Source: an optimization exercise on an open RTL-to-GDS flow (aim: small area and a short achievable clock period). Production flows keep margins and buffers that such runs may drop. RTL that was checked went through simulation tests only; none was proved equivalent to the original.

## rev 12
## router_lpm_mc
module router_lpm_mc #(
   parameter int unsigned N_CH   = 4,
   parameter int unsigned DEPTH  = 16,
   parameter int unsigned PORT_W = 16,
   parameter int unsigned IP_W   = 32,
   localparam int unsigned CH_W  = (N_CH > 1) ? $clog2(N_CH) : 1,
   localparam int unsigned IDX_W = (DEPTH > 1) ? $clog2(DEPTH) : 1
) (
   input  logic                 clk,
   input  logic                 rst,
   input  logic [N_CH-1:0]      lkp_valid,
   output logic [N_CH-1:0]      lkp_ready,
   input  logic [N_CH*IP_W-1:0] lkp_dst_ip,
   output logic                 resp_valid,
   input  logic                 resp_ready,
   output logic [CH_W-1:0]      resp_ch,
   output logic                 resp_found,
   output logic                 resp_is_default,
   output logic [IDX_W-1:0]     resp_idx,
   output logic [PORT_W-1:0]    resp_out_port,
   output logic [IP_W-1:0]      resp_next_hop_ip,
   input  logic                 cfg_wr,
   input  logic [IDX_W-1:0]     cfg_idx,
   input  logic                 cfg_entry_valid,
   input  logic [IP_W-1:0]      cfg_prefix,
   input  logic [5:0]           cfg_prefix_len,
   input  logic [PORT_W-1:0]    cfg_out_port,
  ...
Size: roughly 4100 cells after synthesis, about 1500 flip-flops, about 60000 sq um of cells after synthesis.
clock: 29.0 ns
lec_check: 0
abc_area: 1
cap_margin: 20
core_margin: 2
core_utilization: 55
place_density: 0.7
slew_margin: 20
buffer_ports_args: -buffer_cell sky130_fd_sc_hd__buf_1
post_global_place_tcl: /design/flow/flow/port_buffers.tcl
cts_args: -sink_clustering_enable -repair_clock_nets -buf_list {sky130_fd_sc_hd__clkbuf_16} -root_buf sky130_fd_sc_hd__clkbuf_16 -sink_clustering_size 28 -sink_clustering_max_diameter 100 -dont_use_dummy_load
standard.sh (not shown) runs the stock make flow with config.mk's settings and CLKGATE_MAP_FILE= SYNTH_SCRIPT=/design/flow/synth_recipe.tcl, a recipe that flattens the netlist after the stock synthesis.
==> flow/flow/run.sh <==
#!/bin/bash
# Layout flow: the standard flow (standard.sh), with two changes.
#  1. Synthesis runs ORFS's own synthesis script except for the final ABC mapping: the
#     combinational cone of the lkp_ready outputs is mapped first, on its own, with a
#     speed script (abc_fast.script); the rest is then mapped with an area script
#     (abc_area.script) and without the half-adder extraction step. The registers come out
#     of the same steps as in the standard synthesis.
#  2. extra.mk adds ORFS settings: the port buffer cell, the clock tree options and a hook
#     (port_buffers.tcl) that enlarges the buffers on the lkp_ready path's ports.
# Each step's full output goes to a log file here; ORFS's own logs are under orfs/logs.
set -euo pipefail
WORK=$(pwd)
FL=$WORK/flow

# synth_core.tcl: ORFS's synth.tcl with the abc call replaced as described above
python3 - "$FLOW_HOME/scripts/synth.tcl" "$WORK/synth_core.tcl" <<'PY'
import sys
s = open(sys.argv[1]).read()
old = "  log_cmd abc {*}$abc_args\n"
assert s.count(old) == 1
new = """  select -set my_cone o:lkp_ready %cie* {t:$_*_} %i
  select -count @my_cone
  log_cmd abc -script $::env(MY_FAST_SCRIPT) {*}$lib_args {*}$lib_dont_use_args \\
    -constr $::env(OBJECTS_DIR)/abc.constr @my_cone
  log_cmd abc -script $::env(MY_ABC_SCRIPT) {*}$lib_args {*}$lib_dont_use_args \\
    -constr $::env(OBJECTS_DIR)/abc.constr
"""
open(sys.argv[2], "w").write(s.replace(old, new))
PY

sed "s|\$(FLOW_DIR_OF_VERSION)|$FL|" "$FL/extra.mk" >> config.mk

sed "s#SYNTH_SCRIPT=[^ ]*#SYNTH_SCRIPT=$FL/my_synth.tcl MY_FLOW_DIR=$WORK MY_ABC_SCRIPT=$FL/abc_area.script MY_FAST_SCRIPT=$FL/abc_fast.script#" \
    standard.sh > my_standard.sh
grep -q "MY_ABC_SCRIPT" my_standard.sh

bash my_standard.sh synth ADDER_MAP_FILE= > synth.log 2>&1
bash my_standard.sh finish > layout.log 2>&1
test -f out/final.def
Other scripts of this flow, unchanged in this note and not shown: flow/flow/abc_area.script, flow/flow/abc_fast.script, flow/flow/extra.mk, flow/flow/my_synth.tcl, flow/flow/port_buffers.tcl
Modified inputs, rev 13 compared to rev 12
--- a/flow/design.v
+++ b/flow/design.v
@@ -68,30 +68,30 @@
    always_comb begin
       logic [N_CH-1:0] ahead;
       for (int unsigned c = 0; c < N_CH; c++) begin
          for (int unsigned j = 0; j < N_CH; j++)
             ahead[j] = (CH_W'(CH_W'(j) - rr_q) < CH_W'(CH_W'(c) - rr_q));
          gnt[c] = lkp_valid[c] & ~|(ahead & lkp_valid);
       end
    end
    assign lkp_ready = stall ? '0 : gnt;
-   always_comb begin
-      rr_next = '0;
-      for (int unsigned c = 0; c < N_CH; c++)
-         if (gnt[c]) rr_next = rr_next | CH_W'(c + 1);
-   end
    logic [CH_W-1:0] gnt_ch;
    logic [IP_W-1:0] gnt_ip;
    always_comb begin
-      gnt_ch = '0;
-      for (int unsigned c = 0; c < N_CH; c++)
-         if (gnt[c]) gnt_ch = gnt_ch | CH_W'(c);
-   end
+      logic [N_CH-1:0] rot;
+      logic [CH_W-1:0] first;
+      for (int unsigned k = 0; k < N_CH; k++) rot[k] = lkp_valid[CH_W'(rr_q + CH_W'(k))];
+      first = '0;
+      for (int k = N_CH - 1; k >= 0; k--)
+         if (rot[k]) first = CH_W'(k);
+      gnt_ch = rr_q + first;
+   end
+   assign rr_next = gnt_ch + 1'b1;
    always_comb begin
       gnt_ip = '0;
       for (int unsigned c = 0; c < N_CH; c++)
          if (gnt_ch == CH_W'(c)) gnt_ip = lkp_dst_ip[c * IP_W +: IP_W];
    end
    logic            s1_valid_q;
    logic [CH_W-1:0] s1_ch;
    logic [IP_W-1:0] s1_ip_q;
    assign s1_ch = rr_q - 1'b1;
==> results.txt <==
Rev 13 reached the end of the flow, and the finished layout is clean on the timing, design-rule and antenna checks. The lower cell area after layout of rev 13 and rev 12 is in rev 13. Final instance count without filler cells shrinks slightly when moving from rev 12 to rev 13. Rev 13: number of antenna violations at the first check in global routing higher than rev 12. Between rev 12 and rev 13, the die area does not differ in any meaningful way. Of rev 13 and rev 12, rev 13 shows the higher number of diodes added for antenna fixing, with rev 12 below it. Looking at rev 13 and rev 12, the fraction of synthesized cell area in xor and xnor cells is a wash.
The RTL of rev 12 was laid out without a check of its function.

port drivers added, routing unchanged:
In the flow no input, the clock included, has a driving cell. The finished layouts below were timed again as built, in two steps. Step 1 (the two cells are an assumption about what drives the block):
set clk [get_ports {clk}]
set_driving_cell -lib_cell sky130_fd_sc_hd__clkbuf_16 $clk
set_driving_cell -lib_cell sky130_fd_sc_hd__buf_2 [delete_from_list [all_inputs] $clk]
Step 2 adds t to the input delays and takes it off the output delays; t is the mean of the earliest and latest rising clock arrival at the registers after step 1. Input paths then give back, and output paths get back, about the clock's delay inside the block. a / b / c = no drivers / after step 1 / after step 2; a / b = the first two.
run | t, ns | setup slack, ns | worst setup path at the end | clock arrival spread, ns
rev 12 | 0.783 | 16.558 / 16.523 / 16.523 | input to output | 0.091 / 0.091
rev 13 | 0.756 | 16.620 / 16.590 / 16.590 | input to output | 0.101 / 0.101
After both steps setup and hold are still met in every run listed. The setup slack of rev 12, which loses most, moves by -0.035 ns with the drivers and by -0.035 ns with both steps.
